Source: an optimization exercise on an open RTL-to-GDS flow (aim: small area). Production flows keep margins and buffers that such runs may drop.
At most, simulation tests tie the RTL to the original design; equivalence was not proved.
Function not checked in runs 1 and 3: the RTL went through the layout flow alone.
Power is estimated from default activity; no workload was simulated. No driver is modelled on the clock port, so clocking that relies on it looks cheaper here than on a real chip.

--- flow/design.v ---
module keyed_dirty_point_store_top (
  input  logic        clk,
  input  logic        rst,
  input  logic        in_valid,
  output logic        in_stall,
  input  logic [2:0]  op,
  input  logic [31:0] key,
  input  logic [3:0]  byte_count,
  input  logic [63:0] value,
  output logic        out_valid,
  input  logic        out_stall,
  output logic [1:0]  status,
  output logic [63:0] read_value,
  output logic [3:0]  read_size,
  output logic [31:0] dirty_key,
  input  logic        cfg_valid,
  output logic        cfg_ready,
  input  logic [8:0]  buffer_bytes_in_use
);
  localparam int SW = 100;
  logic [16*SW-1:0] ring;
  logic [SW-1:0]    tl;
  logic [SW-1:0]    hd;
  logic [31:0]      t_key;
  logic [63:0]      t_val;
  logic [2:0]       t_sz;
  logic             t_dt;
  logic [3:0]  ph;
  logic        run;
  logic        fin;
  logic        f;
  logic [4:0]  pt_count;
  logic [7:0]  used;
  logic [7:0]  lim;
  logic [63:0] res;
  logic [2:0]  res_sz;
  logic        vsel;
  logic        dsel;
  logic [1:0]  st;
  logic op_def, op_set, op_get, op_clr1, op_clra, op_fd, op_lk;
  logic start, act, f_in, sv, at_end, eq, gt;
  logic def_room, def_ok, wr_def, hit, wr_set, get_ld, fd_hit, clr_dt, f_next;
  logic [8:0] need;
  assign cfg_ready = 1'b1;
  assign tl    = ring[16*SW-1 -: SW];
  assign t_key = tl[31:0];
  assign t_val = tl[95:32];
  assign t_sz  = tl[98:96];
  assign t_dt  = tl[99];
  assign op_def  = (op == 3'd0);
  assign op_set  = (op == 3'd1);
  assign op_get  = (op == 3'd2);
  assign op_clr1 = (op == 3'd3);
  assign op_clra = (op == 3'd4);
  assign op_fd   = (op == 3'd5);
  assign op_lk   = op_set | op_get | op_clr1 | op_fd;
  assign start = in_valid & ~out_valid & ~fin & ~run & (ph == 4'd0);
  assign act   = start | run;
  assign f_in  = run & f;
  assign sv    = ({1'b0, ph} < pt_count);
  assign eq    = (key == t_key);
  assign gt    = (key > t_key);
  assign at_end   = act & op_def & ({1'b0, ph} == pt_count);
  assign need     = {1'b0, used} + {5'd0, byte_count};
  assign def_room = (need <= {1'b0, lim});
  assign def_ok   = at_end & ~f_in & (key != 32'hFFFF_FFFF)
                  & (byte_count != 4'd0) & (byte_count <= 4'd8) & def_room;
  assign wr_def   = def_ok;
  assign hit    = act & sv & eq & (op_set | op_get | op_clr1);
  assign wr_set = hit & op_set;
  assign get_ld = hit & op_get;
  assign fd_hit = act & op_fd & sv & t_dt & ~f_in;
  assign clr_dt = (hit & op_clr1) | (act & op_clra);
  always_comb begin
    f_next = f_in | hit | fd_hit;
    if (op_def) begin
      f_next = f_in | (act & sv & ~gt) | (at_end & ~def_ok)
             | (act & (ph == 4'd15) & pt_count[4]);
    end
  end
  always_comb begin
    hd[31:0] = ({32{sv}} & t_key) | ({32{wr_def}} & key);
    for (int b = 0; b < 8; b++) begin
      if (wr_set && (3'(b) <= t_sz)) begin
        hd[32+8*b +: 8] = value[8*b +: 8];
      end else if (wr_def) begin
        hd[32+8*b +: 8] = 8'd0;
      end else begin
        hd[32+8*b +: 8] = t_val[8*b +: 8];
      end
    end
    hd[98:96] = wr_def ? 3'(byte_count - 4'd1) : t_sz;
    hd[99]    = wr_set | (t_dt & ~wr_def & ~clr_dt);
  end
  always_ff @(posedge clk) begin
    ring <= {ring[15*SW-1:0], hd};
  end
  always_ff @(posedge clk) begin
    if (rst) begin
      ph       <= 4'd0;
      run      <= 1'b0;
      fin      <= 1'b0;
      pt_count <= 5'd0;
      used     <= 8'd0;
      lim      <= 8'd128;
      out_valid <= 1'b0;
    end else begin
      ph  <= ph + 4'd1;
      run <= act & (ph != 4'd15);
      fin <= act & (ph == 4'd15);
      if (wr_def) begin
        used <= need[7:0];
      end
      if (fin && op_def && !f) begin
        pt_count <= pt_count + 5'd1;
      end
      if (cfg_valid) begin
        lim <= (buffer_bytes_in_use[8:7] != 2'd0) ? 8'd128
                                                   : {1'b0, buffer_bytes_in_use[6:0]};
      end
      if (fin) begin
        out_valid <= 1'b1;
      end else if (!out_stall) begin
        out_valid <= 1'b0;
      end
    end
  end
  always_ff @(posedge clk) begin
    if (act) begin
      f <= f_next;
    end
    if (get_ld) begin
      res    <= t_val;
      res_sz <= t_sz;
    end else if (fd_hit) begin
      res[31:0] <= t_key;
    end
    if (fin) begin
      vsel <= op_get & f;
      dsel <= op_fd & f;
      st   <= {op_def & f, op_lk & ~f};
    end
  end
  assign in_stall   = ~fin;
  assign status     = st;
  assign read_value = vsel ? res : 64'd0;
  assign read_size  = vsel ? {1'b0, res_sz} + 4'd1 : 4'd0;
  assign dirty_key  = dsel ? res[31:0] : 32'hFFFF_FFFF;
endmodule
--- flow/flow/run.sh ---
#!/bin/bash
# standard layout with the smallest buffer on the ports and tuned clock tree; logs to this folder
export BUFFER_PORTS_ARGS="-buffer_cell sky130_fd_sc_hd__buf_1"
export CTS_ARGS="-sink_clustering_enable -sink_clustering_size 34 -sink_clustering_max_diameter 300 -buf_list sky130_fd_sc_hd__clkbuf_16 -repair_clock_nets -dont_use_dummy_load"
bash standard.sh > standard.log 2>&1
--- flow/standard.sh ---
#!/bin/bash
# synth_recipe.tcl (not shown) runs the flow's synth.tcl, then flattens the netlist and writes it again
# the make line also repeats each setting of config.mk as NAME=value (left out here)
make -C /OpenROAD-flow-scripts/flow DESIGN_CONFIG=/design/flow/config.mk WORK_HOME=/design/flow/orfs CLKGATE_MAP_FILE= SYNTH_SCRIPT=/design/flow/synth_recipe.tcl "${@:-finish}"
--- flow/config.mk ---
export PLATFORM = sky130hd
export DESIGN_NAME = keyed_dirty_point_store_top
export DESIGN_NICKNAME = keyed_dirty_point_store_top
export VERILOG_FILES = /design/flow/design.v
export SDC_FILE = /design/flow/constraint.sdc
export NUM_CORES = 4
export LEC_CHECK = 0
export CAP_MARGIN = 20
export CORE_MARGIN = 2
export CORE_UTILIZATION = 65
export SLEW_MARGIN = 20
--- flow/constraint.sdc ---
create_clock -name core_clock -period 10.0 [get_ports {clk}]
set_input_delay 2.0000 -clock core_clock [delete_from_list [all_inputs] [get_ports {clk}]]
set_output_delay 2.0000 -clock core_clock [all_outputs]
set_load 0.01 [all_outputs]
==> qor.csv, run 1 <==
metric;value;unit
cts_tree;done;
nNetsFinal;2816;
p_leak;16.3;nW
ys_types;58;
hold_start;ring[1049]$_DFF_P_;
synthDominantCellAreaShare;0.833;
path_clk_slew;0.11;ns
fp.dieArea;62200;sq um
die_height;249;um
status;complete, no violations;
finalSetupViolCount;0;
drtIter0Drc;787;
synth-async-reset-ratio;0;
final_util;0.712;
io_buffers;220;
cp.required;10.51;ns
synth-seq-area-share;0.888;
startpoint;byte_count[1];
wl_per_cell;16.6;um
syn_inst;2400;
hold_violations;0;
finalCritPeriodShare;0.542;
antenna_found_initial;9;
synth_seq_cells;1700;
h-tree-depth;2;
ys.flop_type;dfxtp_1;
cap_viol_max_count;0;
ios;222;
place.gp.congestion;0.856;
cts_buffer_depth;3;
synth_enable_flop_cells;72;
cp-start-kind;primary input;
dp_hpwl;37000;um
cts_buffers;55;
power.density;232;nW/um^2
power;9.78;mW
grt_pass1_vias;16300;
fin_cells;3417;
clock_skew;0.0583;ns
dpl_cell_area;40800;sq um
reg2regPathDepth;14;
clock_tree.root_cell;clkbuf_16;
ir_drop;200;uV
cts-resized-gates;0;
slew_headroom;0.232;
yosys.area.top_type;dfxtp_1;
dp_slack;3.87;ns
worst_r2r_endpoint;ring[49]$_DFF_P_;
synth_commonest_cells;1628 x dfxtp_1, 101 x nand2_1, 79 x o21ai_0, 72 x edfxtp_1, 69 x and2_1;
finalCriticalPeriod;5.42;ns
grt_max_degree;64;
syn_area_per_cell;16.3;sq um
crit_type;primary input to flip-flop;
cp-end-kind;flip-flop;
post_cts_buffers;0;
clkSinkCount;1700;
core_region_area;59200;sq um
crit_end;ring[49]$_DFF_P_;
netlist_area;39100;sq um
drt_pass1_iterations;5;
grt_pass1_wl;88100;um
rsz0062_at_grt;false;
slew_violations;0;
syn2layout_area_growth;7.87;%
fin_ws;4.58;ns
die_w;249;um
final_area;42200;sq um
vias_per_cell;4.78;
ant_nets;0;
clkLatencyLatePin;0.66;ns
timing.fmax;184;MHz
yosys-top-cells-area;dfxtp_1 83%, edfxtp_1 5.5%, ha_1 1.7%;
synth.most_common_cell;dfxtp_1;
start_util;0.660;
yosys_warnings;1;
totalWireLength;56600;um
dp.cells;3360;
arrival;5.93;ns
r2r-start;used[1]$_SDFFE_PP0P_;
synthesis.nets;2571;
rows;89;
setup_tns;0;ns
grt_usage;0.183;
worst_pin_slew;1.14;ns
grt.overflow.total;0;
worstPathMaxFanout;8;
ff2ff_setup_slack;5.75;ns
hp-class;flip-flop to flip-flop;
vias;16300;
drc;0;
drive_above_1_share;0.0329;
cts_hold_buf;0;
timing.hold.ws;0.292;ns
[registers in the layout, summed over array words and instances (netlist names)]
register	count
dsel	1
f	1
fin	1
lim	8
out_valid	1
ph	4
pt_count	5
res	64
res_sz	3
ring	1600
run	1
st	2
used	8
vsel	1
[cell usage in the layout, fill, tap and decap left out, types with 52 or more instances in the layout]
cell | Yosys | layout
and2_1 | 69 | 69
edfxtp_1 | 72 | 72
inv_1 | 52 | 52
o21ai_0 | 79 | 79
nand2_1 | 101 | 101
a22o_1 | 56 | 56
buf_1 | 1 | 220
ha_1 | 53 | 53
dfxtp_1 | 1628 | 1628
clkbuf_16 | 0 | 55
[power by group]
part           switching [mW]  internal [mW]  total (mW)
clock                    1.76          0.998        2.76
combinational          0.0758         0.0414       0.117
sequential             0.0212           6.88        6.90
total                    1.85           7.92        9.78
[worst max-delay path: stages]
cell	delay [ns]
buf_1	0.12
ha_1	0.30
a21o_1	0.15
a21oi_1	0.21
nor2b_1	0.08
o21ai_1	0.37
nor2_1	0.12
xor2_1	0.17
ha_1	0.21
a211oi_1	0.22
o21ai_0	0.13
o21ai_0	0.44
and4_1	0.79
nor2_1	0.35
a22o_1	0.27
[kinds of logic after synthesis]
| group | share of synthesized area |
|---|---|
| AO/OA/AOI/OAI | 0.0339 |
| XOR/XNOR | 0.00313 |
| adder cells (fa/ha/maj) | 0.0175 |
| buffers and inverters | 0.00959 |
| flip-flops | 0.888 |
| multiplexers | 0.000800 |
| other | 0.0000959 |
| AND/OR/NAND/NOR | 0.0467 |
[area by class of cell]
type	instances	area, sq um
antenna	1	2.50
clock buffer	55	1380
fill	3900	17000
inverter	52	195
multi-input combinational	607	4010
sequential	1700	34800
tap	773	967
timing repair buffer	229	897
[per-layer routing]
| metal | vias to the layer above | global-route usage | part of all wire |
|---|---|---|---|
| met3 | 118 | 0.0341 | 0.036 |
| met1 | 7797 | 0.255 | 0.48 |
| li1 | 8167 | - | - |
| met4 | 16 | 0.0656 | 0.031 |
| met2 | 230 | 0.291 | 0.45 |
| met5 | - | 0 | 0.0022 |
[worst min-delay path by stage]
| stage | cells after the start | slack [ns] | end |
|---|---|---|---|
| 3_5_place_dp | 0 | 0.31 | ring[1526]$_DFF_P_ |
| 4_1_cts | 0 | 0.29 | ring[529]$_DFF_P_ |
| 6_report | 0 | 0.29 | ring[1149]$_DFF_P_ |
| 5_1_grt | 0 | 0.30 | ring[1149]$_DFF_P_ |
| 3_3_place_gp | 0 | 0.31 | ring[1096]$_DFF_P_ |
| 2_1_floorplan | 0 | 0.31 | ring[1000]$_DFF_P_ |
==> run 2: changes to the inputs <==
--- a/flow/design.v
+++ b/flow/design.v
@@ -80,5 +80,5 @@
   end
   always_comb begin
-    hd[31:0] = ({32{sv}} & t_key) | ({32{wr_def}} & key);
+    hd[31:0] = wr_def ? key : t_key;
     for (int b = 0; b < 8; b++) begin
       if (wr_set && (3'(b) <= t_sz)) begin
==> flow/flow/run.sh (replaced) <==
#!/bin/bash
# standard layout with the smallest buffer on the ports and tuned clock tree; logs to this folder
export BUFFER_PORTS_ARGS="-buffer_cell sky130_fd_sc_hd__buf_1"
export CTS_ARGS="-sink_clustering_enable -sink_clustering_size 30 -sink_clustering_max_diameter 300 -buf_list sky130_fd_sc_hd__clkbuf_16 -repair_clock_nets -dont_use_dummy_load"
bash standard.sh > standard.log 2>&1
--- a/flow/config.mk
+++ b/flow/config.mk
@@ -8,4 +8,4 @@
 export CAP_MARGIN = 20
 export CORE_MARGIN = 2
-export CORE_UTILIZATION = 65
+export CORE_UTILIZATION = 40
 export SLEW_MARGIN = 20
==> qor.csv, run 2 <==
metric;value;unit;change
cap_viol_max_count;0;;unchanged
clock_tree.root_cell;clkbuf_16;;
synthesis.nets;2514;;-2.2%
setup_tns;0;ns;unchanged
power.density;233;nW/um^2;+0.48%
ios;222;;unchanged
status;complete, no violations;;
ys.flop_type;dfxtp_1;;
cp-end-kind;flip-flop;;
p_leak;16.9;nW;+3.3%
hp-class;flip-flop to flip-flop;;
fp.dieArea;100000;sq um;+62%
cts_buffer_depth;3;;unchanged
switching_share;0.190;;+0.000485
p_comb_frac;0.009;;-0.003
netlist_area;39200;sq um;about the same
reg_top3;ring x1600, res x64;;
r2r-start;used[0]$_SDFFE_PP0P_;;
rows;114;;+28%
reg2regPathDepth;14;;unchanged
yosys.area.top_type;dfxtp_1;;
core_region_area;96900;sq um;+63%
cts-resized-gates;0;;unchanged
cts_buffers;66;;+20%
finalCritPeriodShare;0.620;;+0.0783
timing.fmax;161;MHz;-13%
synth.most_common_cell;dfxtp_1;;
worst_r2r_endpoint;ring[66]$_DFF_P_;;
dp_hpwl;41200;um;+11%
drt_pass1_iterations;5;;unchanged
io_buffers;220;;unchanged
cts_tree;done;;
regMostFlops;ring;;
final_cell_mix;1628 x dfxtp_1, 219 x buf_1, 72 x edfxtp_1;;
path_clk_slew;0.10;ns;about the same
arrival;6.71;ns;+0.78 ns
finalCriticalPeriod;6.20;ns;+0.783 ns
largest_register_ffs;1600;;unchanged
crit_type;primary input to flip-flop;;
synth-seq-area-share;0.888;;about the same
rsz0062_at_grt;false;;
syn_inst;2343;;-2.4%
clkLatencyLatePin;0.65;ns;about the same
start_util;0.404;;-0.256
wl_per_cell;15.9;um;-3.9%
post_cts_buffers;0;;unchanged
ys_types;55;;-5.2%
seqPwrFrac;0.690;;-0.016
nNetsFinal;2774;;-1.5%
drive_above_1_share;0.0492;;+0.0163
synth-async-reset-ratio;0;;unchanged
power;10.0;mW;+2.7%
grt_pass1_vias;15900;;-2.3%
syn2layout_area_growth;10.1;%;
syn_area_per_cell;16.7;sq um;+2.5%
ant_nets;0;;unchanged
grt_pass1_wl;92200;um;+4.6%
antenna_found_initial;18;;+9
crit_end;ring[66]$_DFF_P_;;
final_common_cell;dfxtp_1;;
cts_hold_buf;0;;unchanged
synth_enable_flop_cells;72;;unchanged
yosys-top-cells-area;dfxtp_1 83%, edfxtp_1 5.5%, ha_1 1.7%;;
clkSinkCount;1700;;unchanged
fin_ws;3.80;ns;-0.783 ns
n_fill_cell;8461;;+120%
cp-start-kind;primary input;;
grt_max_degree;51;;-20%
grt.overflow.total;0;;unchanged
drtIter0Drc;944;;+20%
vias_per_cell;4.17;;-13%
yosys_warnings;1;;unchanged
startpoint;byte_count[0];;
die_w;317;um;+27%
clkPwrFrac;0.301;;+0.019
slew_violations;0;;unchanged
die_height;317;um;+27%
ir_drop;146;uV;-27%
totalWireLength;61700;um;+9.1%
vias;16200;;-0.91%
p_int;8.13;mW;+2.6%
drc;0;;unchanged
grt_usage;0.122;;-0.0611
synth_commonest_cells;1628 x dfxtp_1, 72 x edfxtp_1, 71 x and2_1, 64 x a22o_1, 53 x ha_1;;
synthDominantCellAreaShare;0.832;;about the same
place.gp.congestion;0.787;;-8.0%
clock_skew;0.0603;ns;+0.00200 ns
worst_pin_slew;0.934;ns;-0.209 ns
worstPathMaxFanout;38;;+30
ff2ff_setup_slack;4.95;ns;-0.80 ns
p_sw;1.91;mW;+2.9%
synth_seq_cells;1700;;unchanged
h-tree-depth;3;;+1
cp.required;10.51;ns;about the same
dp_slack;3.14;ns;-0.723 ns
hold_violations;0;;unchanged
finalSetupViolCount;0;;unchanged
slew_headroom;0.377;;+0.145
## run 2: final cells by class
| type | count | area [sq um] | share of cell area |
|---|---|---|---|
| timing repair buffer | 231 | 910 | 0.0211 |
| sequential | 1700 | 34800 | 0.806 |
| tap | 1276 | 1600 | 0.0370 |
| clock buffer | 66 | 1650 | 0.0383 |
| antenna | 2 | 5.00 | 0.000116 |
| inverter | 51 | 191 | 0.00444 |
| multi-input combinational | 553 | 4020 | 0.0931 |
## run 2: power by group through the flow
stage | clock [mW] | sequential [mW] | combinational, mW
after floorplan | 0 | 7.07 | 0.0475
after global placement | 0 | 7.08 | 0.0904
after detailed placement | 0 | 7.08 | 0.0934
after CTS | 3.15 | 6.92 | 0.0941
after global routing | 3.38 | 6.93 | 0.104
final | 3.02 | 6.92 | 0.0934
## run 2: kinds of logic (layout without fill, tap and decap cells)
family	after synthesis	in the layout	share of synthesized area
xor+xnor	15	15	0.00336
other cells	1	3	0.0000958
simple gates	274	274	0.0396
flops	1700	1700	0.888
fa+ha+maj	54	54	0.0174
buf+inv	90	348	0.0102
mux	34	34	0.00971
compound gates	175	175	0.0320
## run 2: through the flow
stage               hold WS (ns)  instances  instance area [sq um]  utilization
detailed placement         0.312       3811                  41500        0.428
CTS                        0.304       3877                  43100        0.445
finish                     0.304       3879                  43100        0.445
global route               0.317       3878                  43100        0.445
floorplan                  0.310       2343                  39200            -
global placement           0.310       3811                  41500        0.428
## run 2: worst min path at each step
| stage | slack (ns) | cells after the start | startpoint | endpoint |
|---|---|---|---|---|
| after floorplan | 0.31 | 0 | ring[900]$_DFF_P_ | ring[1000]$_DFF_P_ |
| after global placement | 0.31 | 0 | ring[387]$_DFF_P_ | ring[487]$_DFF_P_ |
| after detailed placement | 0.31 | 0 | ring[979]$_DFF_P_ | ring[1079]$_DFF_P_ |
| after CTS | 0.30 | 0 | ring[1439]$_DFF_P_ | ring[1539]$_DFF_P_ |
| after global routing | 0.32 | 0 | ring[437]$_DFF_P_ | ring[537]$_DFF_P_ |
| final | 0.30 | 0 | ring[307]$_DFF_P_ | ring[407]$_DFF_P_ |
## run 2: worst max-delay path, cell delays in order
cell	delay, ns
buf_1	0.10
ha_1	0.23
fa_1	0.40
a21o_1	0.20
a21oi_1	0.36
nand3b_1	0.23
xnor2_1	0.17
ha_1	0.29
and4_1	0.20
a21boi_0	0.12
o41ai_1	0.51
and4_2	0.79
buf_4	0.56
a31oi_2	0.22
a22o_1	0.30
## run 2: layer usage
metal / up-vias / wire length, um / track usage
li1: 8046 / - / -
met5: - / 85 / 0
met2: 302 / 25900 / 0.183
met1: 7681 / 30900 / 0.173
met4: 14 / 2020 / 0.0461
met3: 137 / 2840 / 0.0271
==> run 3: changes to the inputs <==
--- a/flow/design.v
+++ b/flow/design.v
@@ -1,2 +1,29 @@
+module kdps_cmp (
+  input  logic [31:0] a,
+  input  logic [31:0] b,
+  output logic        eq,
+  output logic        gt
+);
+  logic [31:0] e;
+  always_comb begin
+    e  = a ~^ b;
+    eq = &e;
+    gt = 1'b0;
+    for (int i = 0; i < 32; i++) begin
+      gt = e[i] ? gt : a[i];
+    end
+  end
+endmodule
+module kdps_lane #(
+  parameter int W = 8
+) (
+  input  logic         s,
+  input  logic         k,
+  input  logic [W-1:0] v,
+  input  logic [W-1:0] t,
+  output logic [W-1:0] h
+);
+  assign h = ({W{s}} & v) | ({W{k}} & t);
+endmodule
 module keyed_dirty_point_store_top (
   input  logic        clk,
@@ -59,6 +86,5 @@
   assign f_in  = run & f;
   assign sv    = ({1'b0, ph} < pt_count);
-  assign eq    = (key == t_key);
-  assign gt    = (key > t_key);
+  kdps_cmp u_cmp (.a(key), .b(t_key), .eq(eq), .gt(gt));
   assign at_end   = act & op_def & ({1'b0, ph} == pt_count);
   assign need     = {1'b0, used} + {5'd0, byte_count};
@@ -79,18 +105,23 @@
     end
   end
+  logic [7:0] byte_wr;
+  logic [7:0] byte_keep;
   always_comb begin
-    hd[31:0] = wr_def ? key : t_key;
     for (int b = 0; b < 8; b++) begin
-      if (wr_set && (3'(b) <= t_sz)) begin
-        hd[32+8*b +: 8] = value[8*b +: 8];
-      end else if (wr_def) begin
-        hd[32+8*b +: 8] = 8'd0;
-      end else begin
-        hd[32+8*b +: 8] = t_val[8*b +: 8];
-      end
+      byte_wr[b]   = wr_set & (3'(b) <= t_sz);
+      byte_keep[b] = ~wr_def & ~byte_wr[b];
     end
-    hd[98:96] = wr_def ? 3'(byte_count - 4'd1) : t_sz;
-    hd[99]    = wr_set | (t_dt & ~wr_def & ~clr_dt);
   end
+  kdps_lane #(.W(32)) u_lane_key (
+    .s(wr_def), .k(~wr_def), .v(key), .t(t_key), .h(hd[31:0])
+  );
+  for (genvar b = 0; b < 8; b++) begin : g_lane
+    kdps_lane #(.W(8)) u_lane (
+      .s(byte_wr[b]), .k(byte_keep[b]), .v(value[8*b +: 8]),
+      .t(t_val[8*b +: 8]), .h(hd[32+8*b +: 8])
+    );
+  end
+  assign hd[98:96] = wr_def ? 3'(byte_count - 4'd1) : t_sz;
+  assign hd[99]    = wr_set | (t_dt & ~wr_def & ~clr_dt);
   always_ff @(posedge clk) begin
     ring <= {ring[15*SW-1:0], hd};
==> flow/flow/run.sh (replaced) <==
#!/bin/bash
# standard layout with the smallest buffer on the ports and tuned clock tree; logs to this folder
export BUFFER_PORTS_ARGS="-buffer_cell sky130_fd_sc_hd__buf_1"
export CTS_ARGS="-sink_clustering_enable -sink_clustering_size 34 -sink_clustering_max_diameter 300 -buf_list sky130_fd_sc_hd__clkbuf_16 -repair_clock_nets -dont_use_dummy_load"
bash standard.sh > standard.log 2>&1
--- a/flow/config.mk
+++ b/flow/config.mk
@@ -8,4 +8,5 @@
 export CAP_MARGIN = 20
 export CORE_MARGIN = 2
-export CORE_UTILIZATION = 40
+export CORE_UTILIZATION = 65
 export SLEW_MARGIN = 20
+export SYNTH_HIERARCHICAL = 1
==> qor.csv, run 3 <==
metric;value;unit;change
antenna_found_initial;2;;-16
slowest_stage;inv_1;;
cts_buffers;55;;-17%
largest_register_ffs;1600;;unchanged
synth_enable_flop_cells;72;;unchanged
drt_pass1_iterations;5;;unchanged
finalCritPeriodShare;0.544;;-0.0760
cts_tree;done;;
drtIter0Drc;812;;-14%
grt_max_degree;69;;+35%
cts-resized-gates;0;;unchanged
synthDominantCellAreaShare;0.834;;+0.00125
hp-class;flip-flop to flip-flop;;
power;9.71;mW;-3.3%
synth_seq_cells;1700;;unchanged
clock_tree.root_cell;clkbuf_16;;
start_util;0.660;;+0.256
synth-async-reset-ratio;0;;unchanged
die_height;249;um;-21%
crit_chain;buf_1, ha_1, fa_1, nand2_1, nand2b_1, a21oi_1, xnor2_1, ha_1, and4_1, nand2_1, a32oi_1, and4_2, buf_4, inv_1, a22o_2;;
synthesis.nets;2454;;-2.4%
hold_violations;0;;unchanged
r2r-start;used[0]$_SDFFE_PP0N_;;
cp_slowest_stage_delay;0.56;ns;-0.23 ns
final_cell_mix;1628 x dfxtp_1, 220 x buf_1, 94 x a22o_1;;
clkLatencyLatePin;0.64;ns;about the same
syn_inst;2314;;-1.2%
cp-end-kind;flip-flop;;
rsz0062_at_grt;false;;
cp_top_family;buffers and inverters;;
worstPathMaxFanout;38;;unchanged
setup_tns;0;ns;unchanged
regMostFlops;ring;;
totalWireLength;56800;um;-7.9%
ir_drop;197;uV;+35%
cp.required;10.51;ns;about the same
whs_path_depth;0;;unchanged
slew_violations;0;;unchanged
vias;15900;;-2.0%
die_w;249;um;-21%
yosys.area.top_type;dfxtp_1;;
nNetsFinal;2700;;-2.7%
yosys-top-cells-area;dfxtp_1 83%, edfxtp_1 5.5%, a22o_1 2.1%;;
fin_ws;4.56;ns;+0.760 ns
status;complete, no violations;;
yosys_warnings;8;;+7
finalSetupViolCount;0;;unchanged
drive_above_1_share;0.0481;;-0.00113
crit_type;primary input to flip-flop;;
grt_pass1_vias;15300;;-3.6%
worst_r2r_endpoint;ring[31]$_DFF_P_;;
n_fill_cell;3925;;-54%
clkSinkCount;1700;;unchanged
ios;222;;unchanged
power.density;231;nW/um^2;-0.95%
syn_area_per_cell;16.9;sq um;+1.1%
vias_per_cell;4.76;;+14%
cp-start-kind;primary input;;
arrival;5.95;ns;-0.76 ns
finalCriticalPeriod;5.44;ns;-0.760 ns
synth-seq-area-share;0.889;;+0.00134
slew_headroom;0.261;;-0.116
path_clk_slew;0.11;ns;about the same
final_util;0.711;;+0.265
cap_viol_max_count;0;;unchanged
io_buffers;220;;unchanged
ys.flop_type;dfxtp_1;;
reg2regPathDepth;14;;unchanged
syn2layout_area_growth;7.70;%;
grt.overflow.total;0;;unchanged
grt_usage;0.182;;+0.0597
h-tree-depth;2;;-1
wl_per_cell;17.0;um;+7.2%
core_region_area;59200;sq um;-39%
hold_start;ring[100]$_DFF_P_;;
place.gp.congestion;0.847;;+7.6%
p_leak;16.2;nW;-3.7%
cts_hold_buf;0;;unchanged
ant_nets;0;;unchanged
cp_num_buf_inv;3;;+1
worst_pin_slew;1.10;ns;+0.165 ns
timing.fmax;184;MHz;+14%
synth_commonest_cells;1628 x dfxtp_1, 94 x a22o_1, 72 x edfxtp_1, 67 x and2_1, 50 x nand2b_1;;
netlist_area;39100;sq um;-0.15%
rows;89;;-22%
dp_slack;3.99;ns;+0.851 ns
drc;0;;unchanged
clock_skew;0.0424;ns;-0.0178 ns
dp_hpwl;37500;um;-9.1%
fp.dieArea;62100;sq um;-38%
hold_path_end;ring[200]$_DFF_P_;;
cts_buffer_depth;3;;unchanged
synth.most_common_cell;dfxtp_1;;
grt_pass1_wl;86300;um;-6.4%
final_common_cell;dfxtp_1;;
ys_types;73;;+33%
reg_top3;ring x1600, res x64;;
ff2ff_setup_slack;5.68;ns;+0.73 ns
post_cts_buffers;0;;unchanged
==> run 3: how the worst max path moves through the flow <==
stage	from	end	slack (ns)	cells past startpoint
finish	byte_count[0]	ring[31]$_DFF_P_	4.56	15
global route	byte_count[0]	ring[31]$_DFF_P_	4.33	15
CTS	byte_count[0]	ring[31]$_DFF_P_	4.63	15
detailed placement	key[12]	res[5]$_DFFE_PP_	3.99	12
global placement	key[12]	res[3]$_DFFE_PP_	4.06	12
floorplan	in_valid	res[0]$_DFFE_PP_	4.60	4
==> run 3: modules after synthesis (local to each module, per instance), excerpt <==
module / copies in the design / cell area (sq um) / flops+latches
kdps_cmp: 1 / 726 / 0
keyed_dirty_point_store_top: 1 / 37300 / 1700
==> run 3: cells by family after synthesis <==
| logic type | count (synthesis) | synth area share |
|---|---|---|
| flops | 1700 | 0.889 |
| other cells | 1 | 0.0000959 |
| fa+ha+maj | 23 | 0.00755 |
| simple gates | 256 | 0.0393 |
| compound gates | 190 | 0.0378 |
| buf+inv | 92 | 0.0125 |
| mux | 36 | 0.0102 |
| xor+xnor | 16 | 0.00358 |
==> run 3: layer usage <==
metal / up-vias / track usage / routed length [um] / part of all wire
li1: 7939 / - / - / -
met1: 7585 / 0.274 / 28800 / 0.51
met2: 259 / 0.275 / 24500 / 0.43
met3: 77 / 0.0270 / 2070 / 0.036
met4: 2 / 0.0539 / 1380 / 0.024
met5: - / 0 / 14 / 0.00025
==> run 3: area by class of cell <==
cell class	count	area, sq um	share of cell area
repair buffers	231	928	0.0220
flip-flops and latches	1700	34800	0.825
well taps	773	967	0.0230
diodes	2	5.00	0.000119
multi-input cells	522	3890	0.0923
inverters	50	188	0.00446
clock buffers	55	1380	0.0327
==> run 3: stage by stage <==
stage | hold slack, ns | area [sq um] | std cells
floorplan | 0.310 | 39100 | 2314
global placement | 0.310 | 40700 | 3275
detailed placement | 0.312 | 40700 | 3275
CTS | 0.302 | 42100 | 3330
global route | 0.301 | 42100 | 3331
finish | 0.304 | 42100 | 3333
==> run 3: power breakdown <==
part	switching, mW	internal (mW)
logic	0.0515	0.0321
registers	0.0189	6.86
clock network	1.75	0.998
==> run 4: changes to the inputs <==
--- a/flow/design.v
+++ b/flow/design.v
@@ -25,4 +25,24 @@
 );
   assign h = ({W{s}} & v) | ({W{k}} & t);
+endmodule
+module kdps_pick_n #(
+  parameter int W = 32
+) (
+  input  logic         s,
+  input  logic [W-1:0] a,
+  input  logic [W-1:0] b,
+  output logic [W-1:0] y
+);
+  assign y = ~(s ? a : b);
+endmodule
+module kdps_out_lo (
+  input  logic [31:0] rn,
+  input  logic        vsel_n,
+  input  logic        dsel,
+  output logic [31:0] rv,
+  output logic [31:0] dk
+);
+  assign rv = ~(rn | {32{vsel_n}});
+  assign dk = ~(rn & {32{dsel}});
 endmodule
 module keyed_dirty_point_store_top (
@@ -58,7 +78,9 @@
   logic        f;
   logic [4:0]  pt_count;
-  logic [7:0]  used;
-  logic [7:0]  lim;
-  logic [63:0] res;
+  logic [7:0]  rm;
+  logic        sub;
+  logic [63:32] res;
+  logic [31:0] res_n;
+  logic [31:0] res_n_d;
   logic [2:0]  res_sz;
   logic        vsel;
@@ -68,5 +90,6 @@
   logic start, act, f_in, sv, at_end, eq, gt;
   logic def_room, def_ok, wr_def, hit, wr_set, get_ld, fd_hit, clr_dt, f_next;
-  logic [8:0] need;
+  logic [3:0] take;
+  logic [8:0] rm_d;
   assign cfg_ready = 1'b1;
   assign tl    = ring[16*SW-1 -: SW];
@@ -88,6 +111,7 @@
   kdps_cmp u_cmp (.a(key), .b(t_key), .eq(eq), .gt(gt));
   assign at_end   = act & op_def & ({1'b0, ph} == pt_count);
-  assign need     = {1'b0, used} + {5'd0, byte_count};
-  assign def_room = (need <= {1'b0, lim});
+  assign take     = (act & sv) ? {1'b0, t_sz} + 4'd1 : byte_count;
+  assign rm_d     = {1'b0, rm} - {5'd0, take};
+  assign def_room = ~rm_d[8];
   assign def_ok   = at_end & ~f_in & (key != 32'hFFFF_FFFF)
                   & (byte_count != 4'd0) & (byte_count <= 4'd8) & def_room;
@@ -133,6 +157,6 @@
       fin      <= 1'b0;
       pt_count <= 5'd0;
-      used     <= 8'd0;
-      lim      <= 8'd128;
+      rm       <= 8'd128;
+      sub      <= 1'b0;
       out_valid <= 1'b0;
     end else begin
@@ -140,13 +164,18 @@
       run <= act & (ph != 4'd15);
       fin <= act & (ph == 4'd15);
-      if (wr_def) begin
-        used <= need[7:0];
+      if (cfg_valid) begin
+        rm  <= (buffer_bytes_in_use[8:7] != 2'd0) ? 8'd128
+                                                   : {1'b0, buffer_bytes_in_use[6:0]};
+        sub <= 1'b1;
+      end else if (act && sv && sub) begin
+        rm <= rm_d[8] ? 8'd0 : rm_d[7:0];
+      end else if (wr_def) begin
+        rm <= rm_d[7:0];
+      end
+      if (fin) begin
+        sub <= 1'b0;
       end
       if (fin && op_def && !f) begin
         pt_count <= pt_count + 5'd1;
-      end
-      if (cfg_valid) begin
-        lim <= (buffer_bytes_in_use[8:7] != 2'd0) ? 8'd128
-                                                   : {1'b0, buffer_bytes_in_use[6:0]};
       end
       if (fin) begin
@@ -162,8 +191,9 @@
     end
     if (get_ld) begin
-      res    <= t_val;
+      res    <= t_val[63:32];
       res_sz <= t_sz;
-    end else if (fd_hit) begin
-      res[31:0] <= t_key;
+    end
+    if (get_ld || fd_hit) begin
+      res_n <= res_n_d;
     end
     if (fin) begin
@@ -175,6 +205,9 @@
   assign in_stall   = ~fin;
   assign status     = st;
-  assign read_value = vsel ? res : 64'd0;
+  kdps_pick_n #(.W(32)) u_pick (.s(get_ld), .a(t_val[31:0]), .b(t_key), .y(res_n_d));
+  kdps_out_lo u_out_lo (
+    .rn(res_n), .vsel_n(~vsel), .dsel(dsel), .rv(read_value[31:0]), .dk(dirty_key)
+  );
+  assign read_value[63:32] = vsel ? res : 32'd0;
   assign read_size  = vsel ? {1'b0, res_sz} + 4'd1 : 4'd0;
-  assign dirty_key  = dsel ? res[31:0] : 32'hFFFF_FFFF;
-endmodule
+endmodule
==> qor.csv, run 4 <==
metric;value;unit;change
synth.most_common_cell;dfxtp_1;;
n_fill_cell;3868;;-1.5%
yosys-top-cells-area;dfxtp_1 84%, edfxtp_1 5.6%, a22o_1 2.1%;;
ys.flop_type;dfxtp_1;;
dp_hpwl;37400;um;-0.23%
whs_path_depth;0;;unchanged
netlist_area;38800;sq um;-0.83%
largest_register_ffs;1600;;unchanged
die_height;248;um;-0.41%
core_region_area;59000;sq um;-0.38%
post_cts_buffers;0;;unchanged
die_w;248;um;-0.41%
slew_violations;0;;unchanged
ios;222;;unchanged
drt_pass1_iterations;4;;-1
hold_violations;0;;unchanged
place.gp.congestion;0.873;;+3.0%
grt_max_degree;45;;-35%
cts_tree;done;;
worst_r2r_endpoint;ring[31]$_DFF_P_;;
drtIter0Drc;919;;+13%
cp-start-kind;primary input;;
clock_skew;0.0448;ns;+0.00242 ns
grt.overflow.total;0;;unchanged
synthDominantCellAreaShare;0.837;;+0.00335
hold_start;ring[1131]$_DFF_P_;;
start_util;0.657;;-0.00300
clkSinkCount;1693;;-0.41%
wl_per_cell;17.1;um;+0.11%
nNetsFinal;2680;;-0.74%
syn2layout_area_growth;7.54;%;
synth-async-reset-ratio;0;;unchanged
met2_usage;0.282;;+0.00722
synthesis.nets;2436;;-0.73%
rsz0062_at_grt;false;;
power;9.72;mW;+0.12%
cp-end-kind;flip-flop;;
drc;0;;unchanged
cts_buffers;55;;unchanged
vias;16000;;+1.1%
grt_pass1_vias;15100;;-1.3%
ant_nets;0;;unchanged
synth-seq-area-share;0.893;;+0.00382
arrival;6.03;ns;+0.08 ns
grt_pass1_wl;84200;um;-2.5%
grt-busiest-layer;met2;;
h-tree-depth;2;;unchanged
worst_pin_slew;1.12;ns;+0.0243 ns
status;complete, no violations;;
cts_buffer_depth;3;;unchanged
finalCriticalPeriod;5.70;ns;+0.256 ns
reg_top3;ring x1600, res x32, res_n x32;;
ff2ff_setup_slack;5.21;ns;-0.47 ns
vias_per_cell;4.83;;+1.5%
synth_enable_flop_cells;72;;unchanged
io_buffers;220;;unchanged
antenna_found_initial;0;;-2
cts_hold_buf;0;;unchanged
final_cell_mix;1621 x dfxtp_1, 220 x buf_1, 94 x a22o_1;;
cp.required;10.33;ns;-0.18 ns
grt_usage;0.181;;-0.000599
groute.layer.met1.usage;0.266;;-0.00861
finalSetupViolCount;0;;unchanged
regMostFlops;ring;;
ir_drop;244;uV;+24%
drive_above_1_share;0.0370;;-0.0111
syn_inst;2300;;-0.61%
yosys_warnings;8;;unchanged
worstPathMaxFanout;43;;+13%
cts-resized-gates;0;;unchanged
crit_type;primary input to flip-flop;;
fp.dieArea;61600;sq um;-0.82%
hp-class;flip-flop to flip-flop;;
synth_seq_cells;1693;;-0.41%
power.density;233;nW/um^2;+1.1%
slew_headroom;0.244;;-0.0170
cap_viol_max_count;0;;unchanged
startpoint;key[12];;
clkLatencyLatePin;0.65;ns;about the same
reg2regPathDepth;14;;unchanged
final_common_cell;dfxtp_1;;
p_leak;16.1;nW;-0.85%
use_met3;0.0247;;-0.00229
hold_path_end;ring[1231]$_DFF_P_;;
clock_tree.root_cell;clkbuf_16;;
timing.fmax;175;MHz;-4.5%
syn_area_per_cell;16.9;sq um;-0.23%
ys_types;77;;+5.5%
path_clk_slew;0.11;ns;about the same
yosys.area.top_type;dfxtp_1;;
setup_tns;0;ns;unchanged
finalCritPeriodShare;0.570;;+0.0256
r2r-start;pt_count[2]$_SDFFE_PP0P_;;
synth_commonest_cells;1621 x dfxtp_1, 94 x a22o_1, 72 x edfxtp_1, 72 x nor2_1, 57 x nand2_1;;
totalWireLength;56600;um;-0.37%
rows;89;;unchanged
==> run 4: layout make-up <==
class	count	area, sq um	area share
flip-flops and latches	1693	34600	0.830
multi-input cells	521	3650	0.0874
clock buffers	55	1380	0.0330
well taps	773	967	0.0232
repair buffers	229	921	0.0221
inverters	44	165	0.00396
diodes	2	5.00	0.000120
==> run 4: routing by layer <==
metal  vias up  part of all wire
li1       7922                 -
met1      7716              0.49
met2       287              0.44
met3       105             0.038
met4         0             0.027
met5         -                 0
==> run 4: worst max path at each step <==
| stage | to |
|---|---|
| finish | res_n[31]$_DFFE_PP_ |
| global route | res_n[26]$_DFFE_PP_ |
| CTS | res_n[17]$_DFFE_PP_ |
| detailed placement | res_n[17]$_DFFE_PP_ |
| global placement | ring[31]$_DFF_P_ |
| floorplan | res_n[12]$_DFFE_PP_ |
==> run 4: cells by family after synthesis <==
group                    after synthesis  share of synthesized area
flip-flops                          1693                      0.893
AND/OR/NAND/NOR                      267                     0.0366
AO/OA/AOI/OAI                        188                     0.0389
buffers and inverters                 86                     0.0139
multiplexers                          34                    0.00878
adder cells (fa/ha/maj)               19                    0.00633
XOR/XNOR                              12                    0.00271
other                                  1                  0.0000967
==> run 4: power breakdown <==
| part | leakage [nW] | switching [mW] | total [mW] | internal [mW] |
|---|---|---|---|---|
| Sequential | 13.8 | 0.0230 | 6.86 | 6.84 |
| Combinational | 1.63 | 0.0730 | 0.121 | 0.0483 |
| Clock | 0.678 | 1.74 | 2.74 | 0.998 |
| Total | 16.1 | 1.84 | 9.72 | 7.88 |
==> run 4: Yosys stat by module, one instance, submodules excluded, a selection <==
module | cells | flip-flops and latches | times used | area (sq um)
kdps_cmp | 118 | 0 | 1 | 726
keyed_dirty_point_store_top | 1958 | 1693 | 1 | 36300
kdps_out_lo | 70 | 0 | 1 | 308
==> run 4: critical path: stages <==
cell and delay [ns]:
buf_1 0.27, inv_2 0.10, a2111oi_4 0.34, nand4_1 0.14, nor4b_2 0.27, nand4_1 0.14
nor3_2 0.36, nand2b_1 0.15, or3_2 0.48, nor2_4 0.77, buf_4 0.77, mux2i_1 0.18
==> run 4: through the flow <==
stage	instances	hold slack, ns	setup WS (ns)	instance area [sq um]	utilization
finish	3317	0.309	4.30	41700	0.706
global placement	3258	0.310	3.49	40300	0.682
detailed placement	3258	0.312	3.68	40300	0.682
CTS	3313	0.304	4.37	41600	0.706
global route	3315	0.310	4.07	41700	0.706
floorplan	2300	0.310	4.09	38800	-
==> run 5: changes to the inputs <==
==> flow/flow/run.sh (replaced) <==
#!/bin/bash
# standard layout with the smallest buffer on the ports and tuned clock tree; logs to this folder
export BUFFER_PORTS_ARGS="-buffer_cell sky130_fd_sc_hd__buf_1"
export CTS_ARGS="-sink_clustering_enable -sink_clustering_size 33 -sink_clustering_max_diameter 300 -buf_list sky130_fd_sc_hd__clkbuf_16 -repair_clock_nets -dont_use_dummy_load"
bash standard.sh > standard.log 2>&1
==> qor.csv, run 5 <==
metric;value;unit;change
setup_tns;0;ns;unchanged
reg_top3;ring x1600, res x32, res_n x32;;
dpl_cell_area;40300;sq um;unchanged
cp_num_buf_inv;3;;unchanged
die_height;248;um;unchanged
diodes;0;;-2
status;complete, no violations;;
slew_headroom;0.283;;+0.0389
worst_pin_slew;1.07;ns;-0.0578 ns
crit_chain;buf_1, inv_2, a2111oi_4, nand4_1, nor4b_2, nand4_1, nor3_2, nand2b_1, or3_2, nor2_4, buf_4, mux2i_1;;
synthesis.nets;2436;;unchanged
synthDominantCellAreaShare;0.837;;unchanged
worstPathMaxFanout;43;;unchanged
cp.required;10.35;ns;+0.02 ns
crit_type;primary input to flip-flop;;
grt_pass1_vias;15300;;+1.3%
top_layer_used;met5;;
final_area;41800;sq um;+0.14%
drt_pass1_iterations;5;;+1
wl_per_cell;17.1;um;+0.36%
finalSetupViolCount;0;;unchanged
grt.overflow.total;0;;unchanged
synth_enable_flop_cells;72;;unchanged
drc;0;;unchanged
seq_area;34600;sq um;unchanged
die_w;248;um;unchanged
ys.flop_type;dfxtp_1;;
r2r-start;pt_count[3]$_SDFFE_PP0P_;;
cts_buffers;57;;+3.6%
final_util;0.707;;+0.000975
synth-async-reset-ratio;0;;unchanged
ir_drop;233;uV;-4.4%
grt_max_degree;45;;unchanged
clkLatencyLatePin;0.63;ns;-0.02 ns
hold_violations;0;;unchanged
finalCriticalPeriod;5.69;ns;-0.0120 ns
reg2regPathDepth;14;;unchanged
final_common_cell;dfxtp_1;;
finalCritPeriodShare;0.569;;-0.00120
cp_slowest_stage_delay;0.77;ns;about the same
yosys_warnings;8;;unchanged
dp.cells;3258;;unchanged
final_cell_mix;1621 x dfxtp_1, 220 x buf_1, 94 x a22o_1;;
p_leak;16.1;nW;+0.19%
fin_cells;3317;;unchanged
startpoint;key[12];;
grt_usage;0.183;;+0.00162
post_cts_buffers;0;;unchanged
grt_pass1_wl;84900;um;+0.85%
regMostFlops;ring;;
fp.dieArea;61600;sq um;unchanged
path_clk_slew;0.11;ns;about the same
nNetsFinal;2682;;+0.075%
clock_tree.root_cell;clkbuf_16;;
hp-class;flip-flop to flip-flop;;
syn_area_per_cell;16.9;sq um;unchanged
multi_input_area;3650;sq um;unchanged
dr_wl_met3;2170;um;+2.2%
arrival;6.04;ns;about the same
antenna_found_initial;1;;+1
wl_met1;27500;um;-1.0%
critical_path_depth;12;;unchanged
power.density;234;nW/um^2;+0.23%
io_buffers;220;;unchanged
largest_register_ffs;1600;;unchanged
timing.fmax;176;MHz;+0.21%
drive_above_1_share;0.0377;;+0.000757
yosys.area.top_type;dfxtp_1;;
routed-wl-met2;25700;um;+2.0%
cts-resized-gates;0;;unchanged
drtIter0Drc;880;;-4.2%
cp_top_family;simple AND/OR/NAND/NOR gates;;
clock_skew;0.0506;ns;+0.00575 ns
ant_nets;0;;unchanged
netlist_area;38800;sq um;unchanged
place.gp.congestion;0.873;;unchanged
start_util;0.657;;unchanged
clkSinkCount;1693;;unchanged
cp-start-kind;primary input;;
cp-end-kind;flip-flop;;
vias;16100;;+0.22%
vias_per_cell;4.84;;+0.22%
n_fill_cell;3880;;+0.31%
cap_viol_max_count;0;;unchanged
ys_types;77;;unchanged
syn_inst;2300;;unchanged
core_region_area;59000;sq um;unchanged
syn2layout_area_growth;7.68;%;
crit_path_frequent_cell;nand4_1;;
rows;89;;unchanged
h-tree-depth;2;;unchanged
yosys-top-cells-area;dfxtp_1 84%, edfxtp_1 5.6%, a22o_1 2.1%;;
slowest_stage;nor2_4;;
timing.hold.ws;0.274;ns;-0.0349 ns
cts_buffer_depth;3;;unchanged
hold_start;ring[523]$_DFF_P_;;
synth.most_common_cell;dfxtp_1;;
synth_commonest_cells;1621 x dfxtp_1, 94 x a22o_1, 72 x edfxtp_1, 72 x nor2_1, 57 x nand2_1;;
ios;222;;unchanged
synth_seq_cells;1693;;unchanged
slew_violations;0;;unchanged
dp_hpwl;37400;um;unchanged
synth-seq-area-share;0.893;;unchanged
cts_tree;done;;
whs_path_depth;0;;unchanged
rsz0062_at_grt;false;;
cts_hold_buf;0;;unchanged
totalWireLength;56800;um;+0.36%
[run 5: cell counts after synthesis]
Identical to the previous run, type by type.
[run 5: stage by stage]
step | power, mW | setup slack [ns]
2_1_floorplan | 7.08 | 4.09
3_3_place_gp | 7.13 | 3.49
3_5_place_dp | 7.13 | 3.68
4_1_cts | 9.85 | 4.38
5_1_grt | 10.1 | 4.09
6_report | 9.76 | 4.31
[run 5: area by class of cell]
| cell class | instances | share of cell area |
|---|---|---|
| timing repair buffer | 229 | 0.0224 |
| sequential | 1693 | 0.829 |
| inverter | 44 | 0.00396 |
| tap | 773 | 0.0232 |
| clock buffer | 57 | 0.0342 |
| multi-input combinational | 521 | 0.0873 |
[run 5: kinds of logic after synthesis]
logic type	count (synthesis)	synth area share
AOI/OAI and AO/OA	188	0.0389
xor gates and xnor gates	12	0.00271
adders and majority gates	19	0.00633
buffers and inverters	86	0.0139
DFF	1693	0.893
muxes	34	0.00878
other	1	0.0000967
and+or+nand+nor	267	0.0366
[run 5: metal layers]
layer  vias to the layer above  track usage
met5                         -            0
li1                       7923            -
met4                         2       0.0581
met1                      7753        0.263
met2                       281        0.289
met3                       106       0.0270
[run 5: report_power, final]
part	total, mW	internal [mW]	switching (mW)	leakage, nW
registers	6.86	6.84	0.0231	13.8
logic	0.122	0.0483	0.0733	1.63
clock network	2.77	1.03	1.74	0.702
total	9.76	7.92	1.84	16.1
[run 5: path summary, 6_finish.rpt]
| kind | slack [ns] | endpoint |
|---|---|---|
| setup reg to reg | 5.25 | ring[31]$_DFF_P_ |
| hold / removal | 0.27 | ring[623]$_DFF_P_ |
| hold reg to reg | 0.27 | ring[623]$_DFF_P_ |
| setup / recovery | 4.31 | res_n[17]$_DFFE_PP_ |
[run 5: Yosys stat by module, one instance, submodules excluded, excerpt]
module	cells	cell area [sq um]	flops+latches
kdps_cmp	118	726	0
kdps_out_lo	70	308	0
keyed_dirty_point_store_top	1958	36300	1693
==> run 6: changes to the inputs <==
==> flow/flow/run.sh (replaced) <==
#!/bin/bash
# standard layout with the smallest buffer on the ports and tuned clock tree; logs to this folder
export BUFFER_PORTS_ARGS="-buffer_cell sky130_fd_sc_hd__buf_1"
export CTS_ARGS="-sink_clustering_enable -sink_clustering_size 32 -sink_clustering_max_diameter 300 -buf_list sky130_fd_sc_hd__clkbuf_16 -repair_clock_nets -dont_use_dummy_load"
bash standard.sh > standard.log 2>&1
==> qor.csv, run 6 <==
metric;value;unit;change
yosys_warnings;8;;unchanged
path_clk_slew;0.11;ns;about the same
cp-start-kind;primary input;;
slew_violations;0;;unchanged
drtIter0Drc;840;;-4.5%
nNetsFinal;2683;;+0.037%
clkSinkCount;1693;;unchanged
crit_type;primary input to flip-flop;;
vias;16000;;-0.11%
final_cell_mix;1621 x dfxtp_1, 220 x buf_1, 94 x a22o_1;;
rows;89;;unchanged
largest_register_ffs;1600;;unchanged
drive_above_1_share;0.0381;;+0.000378
clkLatencyLatePin;0.66;ns;+0.03 ns
cts_buffers;58;;+1.8%
grt_pass1_vias;15300;;-0.12%
timing.fmax;176;MHz;-0.11%
setup_tns;0;ns;unchanged
grt.overflow.total;0;;unchanged
ir_drop;249;uV;+7.0%
wl_per_cell;17.2;um;+0.40%
h-tree-depth;2;;unchanged
post_cts_buffers;0;;unchanged
cp-end-kind;flip-flop;;
io_buffers;220;;unchanged
antenna_found_initial;2;;+1
ios;222;;unchanged
die_height;248;um;unchanged
synthDominantCellAreaShare;0.837;;unchanged
cts-resized-gates;0;;unchanged
hp-class;flip-flop to flip-flop;;
ys.flop_type;dfxtp_1;;
final_common_cell;dfxtp_1;;
cts_hold_buf;0;;unchanged
finalSetupViolCount;0;;unchanged
netlist_area;38800;sq um;unchanged
worstPathMaxFanout;43;;unchanged
synth_enable_flop_cells;72;;unchanged
cap_viol_max_count;0;;unchanged
power.density;234;nW/um^2;+0.20%
totalWireLength;57100;um;+0.49%
start_util;0.657;;unchanged
place.gp.congestion;0.873;;unchanged
synthesis.nets;2436;;unchanged
drc;0;;unchanged
n_fill_cell;3864;;-0.41%
synth_commonest_cells;1621 x dfxtp_1, 94 x a22o_1, 72 x edfxtp_1, 72 x nor2_1, 57 x nand2_1;;
syn_inst;2300;;unchanged
dp_hpwl;37400;um;unchanged
cp.required;10.36;ns;about the same
worst_pin_slew;1.07;ns;+0.00206 ns
clock_tree.root_cell;clkbuf_16;;
clock_skew;0.0401;ns;-0.0104 ns
die_w;248;um;unchanged
timing.hold.ws;0.315;ns;+0.0409 ns
hold_violations;0;;unchanged
reg_top3;ring x1600, res x32, res_n x32;;
cts_buffer_depth;3;;unchanged
core_region_area;59000;sq um;unchanged
cts_tree;done;;
fp.dieArea;61600;sq um;unchanged
regMostFlops;ring;;
vias_per_cell;4.83;;-0.20%
synth_seq_cells;1693;;unchanged
syn2layout_area_growth;7.76;%;about the same
drt_pass1_iterations;5;;unchanged
finalCritPeriodShare;0.569;;+0.000654
rsz0062_at_grt;false;;
synth-async-reset-ratio;0;;unchanged
ys_types;77;;unchanged
arrival;6.05;ns;about the same
grt_usage;0.183;;about the same
syn_area_per_cell;16.9;sq um;unchanged
yosys-top-cells-area;dfxtp_1 84%, edfxtp_1 5.6%, a22o_1 2.1%;;
synth.most_common_cell;dfxtp_1;;
slew_headroom;0.282;;-0.00138
yosys.area.top_type;dfxtp_1;;
synth-seq-area-share;0.893;;unchanged
finalCriticalPeriod;5.69;ns;+0.00654 ns
status;complete, no violations;;
ant_nets;0;;unchanged
grt_max_degree;45;;unchanged
grt_pass1_wl;84900;um;about the same
p_leak;16.1;nW;about the same
run 6: cell counts after synthesis:
No cell type changed its count.
run 6: stage by stage:
step / total power [mW] / cell area [sq um] / std cells / util / setup WS (ns)
after floorplan: 7.08 / 38800 / 2300 / - / 4.09
after global placement: 7.13 / 40300 / 3258 / 0.682 / 3.49
after detailed placement: 7.13 / 40300 / 3258 / 0.682 / 3.68
after CTS: 9.87 / 41700 / 3316 / 0.707 / 4.38
after global routing: 10.1 / 41800 / 3318 / 0.708 / 4.08
final: 9.78 / 41800 / 3320 / 0.708 / 4.31
run 6: cells by family (layout without fill, tap and decap cells):
logic type | after synthesis | after routing | synth area share
DFF | 1693 | 1693 | 0.893
other | 1 | 3 | 0.0000967
and+or+nand+nor | 267 | 267 | 0.0366
buffers and inverters | 86 | 331 | 0.0139
AOI/OAI and AO/OA | 188 | 188 | 0.0389
muxes | 34 | 34 | 0.00878
xor gates and xnor gates | 12 | 12 | 0.00271
adders and majority gates | 19 | 19 | 0.00633
run 6: path summary, 6_finish.rpt:
| kind | startpoint | cells past startpoint | slack (ns) | endpoint |
|---|---|---|---|---|
| setup / recovery | key[12] | 12 | 4.31 | res_n[31]$_DFFE_PP_ |
| hold / removal | ring[1419]$_DFF_P_ | 0 | 0.31 | ring[1519]$_DFF_P_ |
| setup reg to reg | pt_count[2]$_SDFFE_PP0P_ | 14 | 5.19 | ring[31]$_DFF_P_ |
| hold reg to reg | ring[1419]$_DFF_P_ | 0 | 0.31 | ring[1519]$_DFF_P_ |
run 6: critical path: stages:
cell       delay [ns]
buf_1            0.26
inv_2            0.09
a2111oi_4        0.34
nand4_1          0.14
nor4b_2          0.27
nand4_1          0.15
nor3_2           0.36
nand2b_1         0.15
or3_2            0.48
nor2_4           0.78
buf_4            0.78
mux2i_1          0.18
run 6: Yosys stat by module (local to each module, per instance), a selection:
module / area (sq um) / flip-flops and latches / times used / cells
kdps_cmp: 726 / 0 / 1 / 118
kdps_out_lo: 308 / 0 / 1 / 70
keyed_dirty_point_store_top: 36300 / 1693 / 1 / 1958
run 6: final cells by class:
class	instances	area, sq um	area share
flip-flops and latches	1693	34600	0.828
multi-input cells	521	3650	0.0873
clock buffers	58	1450	0.0347
well taps	773	967	0.0231
repair buffers	229	933	0.0223
inverters	44	165	0.00395
diodes	2	5.00	0.000120
run 6: routing by layer:
layer  up-vias  routed length [um]  share of wire  global-route usage
li1       7938                   -              -                   -
met1      7718               27800           0.49               0.264
met2       282               25600           0.45               0.286
met3       108                2200          0.038              0.0280
met4         2                1500          0.026              0.0595
met5         -                  13        0.00023                   0
run 6: where the power goes:
group	switching (mW)	internal, mW	total, mW
Clock	1.75	1.05	2.80
Sequential	0.0231	6.84	6.86
Combinational	0.0734	0.0483	0.122
Total	1.85	7.93	9.78
==> run 7: changes to the inputs <==
--- a/flow/design.v
+++ b/flow/design.v
@@ -72,4 +72,5 @@
   logic [63:0]      t_val;
   logic [2:0]       t_sz;
+  logic [3:0]       t_size;
   logic             t_dt;
   logic [3:0]  ph;
@@ -78,5 +79,5 @@
   logic        f;
   logic [4:0]  pt_count;
-  logic [7:0]  rm;
+  logic [8:0]  rm;
   logic        sub;
   logic [63:32] res;
@@ -97,4 +98,5 @@
   assign t_val = tl[95:32];
   assign t_sz  = tl[98:96];
+  assign t_size = {t_sz == 3'd0, t_sz};
   assign t_dt  = tl[99];
   assign op_def  = (op == 3'd0);
@@ -111,6 +113,6 @@
   kdps_cmp u_cmp (.a(key), .b(t_key), .eq(eq), .gt(gt));
   assign at_end   = act & op_def & ({1'b0, ph} == pt_count);
-  assign take     = (act & sv) ? {1'b0, t_sz} + 4'd1 : byte_count;
-  assign rm_d     = {1'b0, rm} - {5'd0, take};
+  assign take     = (act & sv) ? t_size : byte_count;
+  assign rm_d     = rm - {5'd0, take};
   assign def_room = ~rm_d[8];
   assign def_ok   = at_end & ~f_in & (key != 32'hFFFF_FFFF)
@@ -133,5 +135,5 @@
   always_comb begin
     for (int b = 0; b < 8; b++) begin
-      byte_wr[b]   = wr_set & (3'(b) <= t_sz);
+      byte_wr[b]   = wr_set & (4'(b) < t_size);
       byte_keep[b] = ~wr_def & ~byte_wr[b];
     end
@@ -146,5 +148,5 @@
     );
   end
-  assign hd[98:96] = wr_def ? 3'(byte_count - 4'd1) : t_sz;
+  assign hd[98:96] = wr_def ? byte_count[2:0] : t_sz;
   assign hd[99]    = wr_set | (t_dt & ~wr_def & ~clr_dt);
   always_ff @(posedge clk) begin
@@ -157,5 +159,5 @@
       fin      <= 1'b0;
       pt_count <= 5'd0;
-      rm       <= 8'd128;
+      rm       <= 9'd128;
       sub      <= 1'b0;
       out_valid <= 1'b0;
@@ -165,11 +167,9 @@
       fin <= act & (ph == 4'd15);
       if (cfg_valid) begin
-        rm  <= (buffer_bytes_in_use[8:7] != 2'd0) ? 8'd128
-                                                   : {1'b0, buffer_bytes_in_use[6:0]};
+        rm  <= {1'b0, buffer_bytes_in_use[8] | buffer_bytes_in_use[7],
+                buffer_bytes_in_use[6:0] & {7{~buffer_bytes_in_use[8]}}};
         sub <= 1'b1;
-      end else if (act && sv && sub) begin
-        rm <= rm_d[8] ? 8'd0 : rm_d[7:0];
-      end else if (wr_def) begin
-        rm <= rm_d[7:0];
+      end else if ((act && sv && sub) || wr_def) begin
+        rm <= rm_d;
       end
       if (fin) begin
@@ -210,4 +210,4 @@
   );
   assign read_value[63:32] = vsel ? res : 32'd0;
-  assign read_size  = vsel ? {1'b0, res_sz} + 4'd1 : 4'd0;
-endmodule
+  assign read_size  = vsel ? {res_sz == 3'd0, res_sz} : 4'd0;
+endmodule
==> flow/flow/run.sh (replaced) <==
#!/bin/bash
# standard layout with the smallest buffer on the ports and tuned clock tree; logs to this folder
export BUFFER_PORTS_ARGS="-buffer_cell sky130_fd_sc_hd__buf_1"
export CTS_ARGS="-sink_clustering_enable -sink_clustering_size 36 -sink_clustering_max_diameter 40 -buf_list sky130_fd_sc_hd__clkbuf_16 -repair_clock_nets -dont_use_dummy_load"
bash standard.sh > standard.log 2>&1
==> qor.csv, run 7 <==
metric;value;unit;change
cts_tree;done;;
finalSetupViolCount;0;;unchanged
post_cts_buffers;0;;unchanged
largest_register_ffs;1600;;unchanged
grt_max_degree;37;;-18%
drtIter0Drc;774;;-7.9%
clkSinkCount;1694;;+0.059%
cp-start-kind;primary input;;
io_buffers;220;;unchanged
fin_cells;3377;;+1.7%
synth_commonest_cells;1622 x dfxtp_1, 94 x a22o_1, 72 x edfxtp_1, 68 x nor2_1, 55 x nand2_1;;
crit_type;primary input to flip-flop;;
dp_hpwl;38300;um;+2.4%
setup_tns;0;ns;unchanged
dp.cells;3236;;-0.68%
place.gp.congestion;0.835;;-4.3%
die_w;248;um;-0.18%
ys_types;73;;-5.2%
status;complete, no violations;;
final_util;0.739;;+0.0314
grt_pass1_vias;16100;;+5.2%
h-tree-depth;4;;+2
vias_per_cell;4.81;;-0.57%
syn2layout_area_growth;12.8;%;
grt_pass1_wl;89600;um;+5.6%
power.density;262;nW/um^2;+12%
finalCriticalPeriod;5.62;ns;-0.0713 ns
slew_headroom;0.477;;+0.195
path_clk_slew;0.08;ns;-0.03 ns
ios;222;;unchanged
hp-class;flip-flop to flip-flop;;
ir_drop;210;uV;-16%
ant_nets;0;;unchanged
cts_buffers;137;;+140%
slew_violations;0;;unchanged
drt_pass1_iterations;5;;unchanged
antenna_found_initial;8;;+6
arrival;6.15;ns;+0.10 ns
netlist_area;38600;sq um;-0.37%
rsz0062_at_grt;false;;
reg_top3;ring x1600, res x32, res_n x32;;
final_common_cell;dfxtp_1;;
clock_tree.root_cell;clkbuf_16;;
syn_area_per_cell;17.0;sq um;+0.59%
die_height;248;um;-0.18%
synthesis.nets;2410;;-1.1%
start_util;0.656;;-0.00122
core_region_area;58900;sq um;-0.19%
totalWireLength;60100;um;+5.3%
finalCritPeriodShare;0.562;;-0.00713
nNetsFinal;2734;;+1.9%
rows;89;;unchanged
wl_per_cell;17.8;um;+3.6%
clock_skew;0.0587;ns;+0.0185 ns
drc;0;;unchanged
yosys.area.top_type;dfxtp_1;;
grt.overflow.total;0;;unchanged
fp.dieArea;61400;sq um;-0.37%
cp.required;10.52;ns;+0.16 ns
regMostFlops;ring;;
ys.flop_type;dfxtp_1;;
yosys-top-cells-area;dfxtp_1 84%, edfxtp_1 5.6%, a22o_1 2.1%;;
synthDominantCellAreaShare;0.841;;+0.00366
timing.hold.ws;0.276;ns;-0.0387 ns
clkLatencyLatePin;0.69;ns;+0.03 ns
synth_seq_cells;1694;;+0.059%
p_leak;17.0;nW;+5.4%
syn_inst;2278;;-0.96%
worstPathMaxFanout;34;;-21%
cp-end-kind;flip-flop;;
synth.most_common_cell;dfxtp_1;;
cts_buffer_depth;3;;unchanged
vias;16200;;+1.1%
yosys_warnings;8;;unchanged
synth_enable_flop_cells;72;;unchanged
grt_usage;0.198;;+0.0152
timing.fmax;178;MHz;+1.3%
cts-resized-gates;0;;unchanged
synth-async-reset-ratio;0;;unchanged
drive_above_1_share;0.0638;;+0.0257
cap_viol_max_count;0;;unchanged
final_cell_mix;1622 x dfxtp_1, 219 x buf_1, 137 x clkbuf_16;;
cts_hold_buf;0;;unchanged
hold_violations;0;;unchanged
synth-seq-area-share;0.897;;+0.00387
worst_pin_slew;0.785;ns;-0.282 ns
power;11.4;mW;+17%
run 7: changes by cell type after synthesis, moves of 4 or more:
cell and delta:
nand2b_1 -7, a21oi_1 -5, nand3_1 -5, a211oi_1 +4
a22oi_1 -4, ha_1 -4, mux2i_1 +4, nor2_1 -4
run 7: per-layer routing:
layer | part of all wire | vias to the layer above | wire (um) | track usage
met5 | 0.0012 | - | 72 | 0
met4 | 0.037 | 12 | 2250 | 0.0946
met3 | 0.043 | 150 | 2570 | 0.0469
met2 | 0.44 | 325 | 26500 | 0.298
met1 | 0.48 | 7720 | 28800 | 0.273
li1 | - | 8024 | - | -
run 7: worst paths after layout:
path,startpoint,endpoint,slack [ns],cells past startpoint
worst min register to register,ring[787]$_DFF_P_,ring[887]$_DFF_P_,0.28,0
worst max register to register,pt_count[2]$_SDFFE_PP0P_,rm[8]$_SDFFE_PP0P_,4.93,16
worst max-delay path,in_valid,rm[8]$_SDFFE_PP0P_,4.38,15
worst min-delay path,ring[787]$_DFF_P_,ring[887]$_DFF_P_,0.28,0
run 7: report_power, final:
group / internal [mW] / leakage, nW / switching, mW
sequential: 6.85 / 13.8 / 0.0230
clock: 2.41 / 1.69 / 2.03
combinational: 0.0414 / 1.58 / 0.0644
total: 9.29 / 17.0 / 2.12
run 7: through the flow:
step | setup slack (ns) | cell area [sq um]
2_1_floorplan | 2.82 | 38600
3_3_place_gp | 3.94 | 40100
3_5_place_dp | 3.68 | 40100
4_1_cts | 4.41 | 43500
5_1_grt | 4.14 | 43500
6_report | 4.38 | 43600
run 7: cell type report:
cell class | count | area, sq um
clock buffers | 137 | 3430
well taps | 773 | 967
repair buffers | 227 | 880
multi-input cells | 499 | 3470
fillers | 3659 | 15400
flip-flops and latches | 1694 | 34600
inverters | 43 | 161
diodes | 4 | 10.0
run 7: logic make-up after synthesis:
group / count (synthesis) / synth area share
fa+ha+maj: 15 / 0.00505
mux: 40 / 0.0104
other cells: 1 / 0.0000971
compound gates: 182 / 0.0382
xor+xnor: 11 / 0.00249
simple gates: 250 / 0.0336
flops: 1694 / 0.897
buf+inv: 85 / 0.0136
run 7: worst max-delay path, cell delays in order:
cell       delay, ns
buf_1           0.10
nor2b_1         0.16
a31oi_2         0.24
nor2_1          0.57
mux2_2          0.29
ha_1            0.16
inv_1           0.06
fa_1            0.42
a21o_2          0.22
a211oi_2        0.25
xnor2_1         0.19
and3_4          0.34
inv_2           0.56
a21oi_1         0.16
a2111oi_1       0.40
run 7: Yosys stat by module (local to each module, per instance), excerpt:
| module | area, sq um | copies in the design |
|---|---|---|
| keyed_dirty_point_store_top | 36200 | 1 |
| kdps_cmp | 726 | 1 |
| kdps_out_lo | 308 | 1 |

[what the ideal ports hide]
The flow's constraints put no driver on any port. The routed layouts listed below were extracted and timed again, unchanged, in two steps. Step 1 assumes that a clkbuf_16 drives the clock port and a buf_2 every other input. Step 2 moves the port delays by t, midway between the first and last clock arrival at a register: inputs arrive t later, outputs are due t later. That takes back most of the time a late clock gives input paths. Slacks: ideal / step 1 / step 2; pairs: ideal / step 1.
run	shift t [ns]	setup WS [ns]	hold slack, ns	worst slew at a driven data input, ns
run 1	0.690	4.579 / 4.580 / 3.890	0.292 / 0.292 / 0.292	0.08
run 2	0.685	3.796 / 3.832 / 3.146	0.304 / 0.304 / 0.304	0.17
run 3	0.684	4.556 / 4.577 / 3.893	0.304 / 0.304 / 0.304	0.11
run 4	0.682	4.300 / 4.339 / 3.657	0.309 / 0.309 / 0.309	0.08
run 5	0.679	4.312 / 4.353 / 3.673	0.274 / 0.274 / 0.274	0.08
run 6	0.698	4.305 / 4.344 / 3.646	0.315 / 0.315 / 0.315	0.07
run 7	0.723	4.377 / 4.409 / 3.686	0.276 / 0.276 / 0.276	0.09
After both steps setup and hold are still met in every run listed. The setup slack of run 7, which loses most, moves by +0.032 ns with the drivers and by -0.691 ns with both steps.
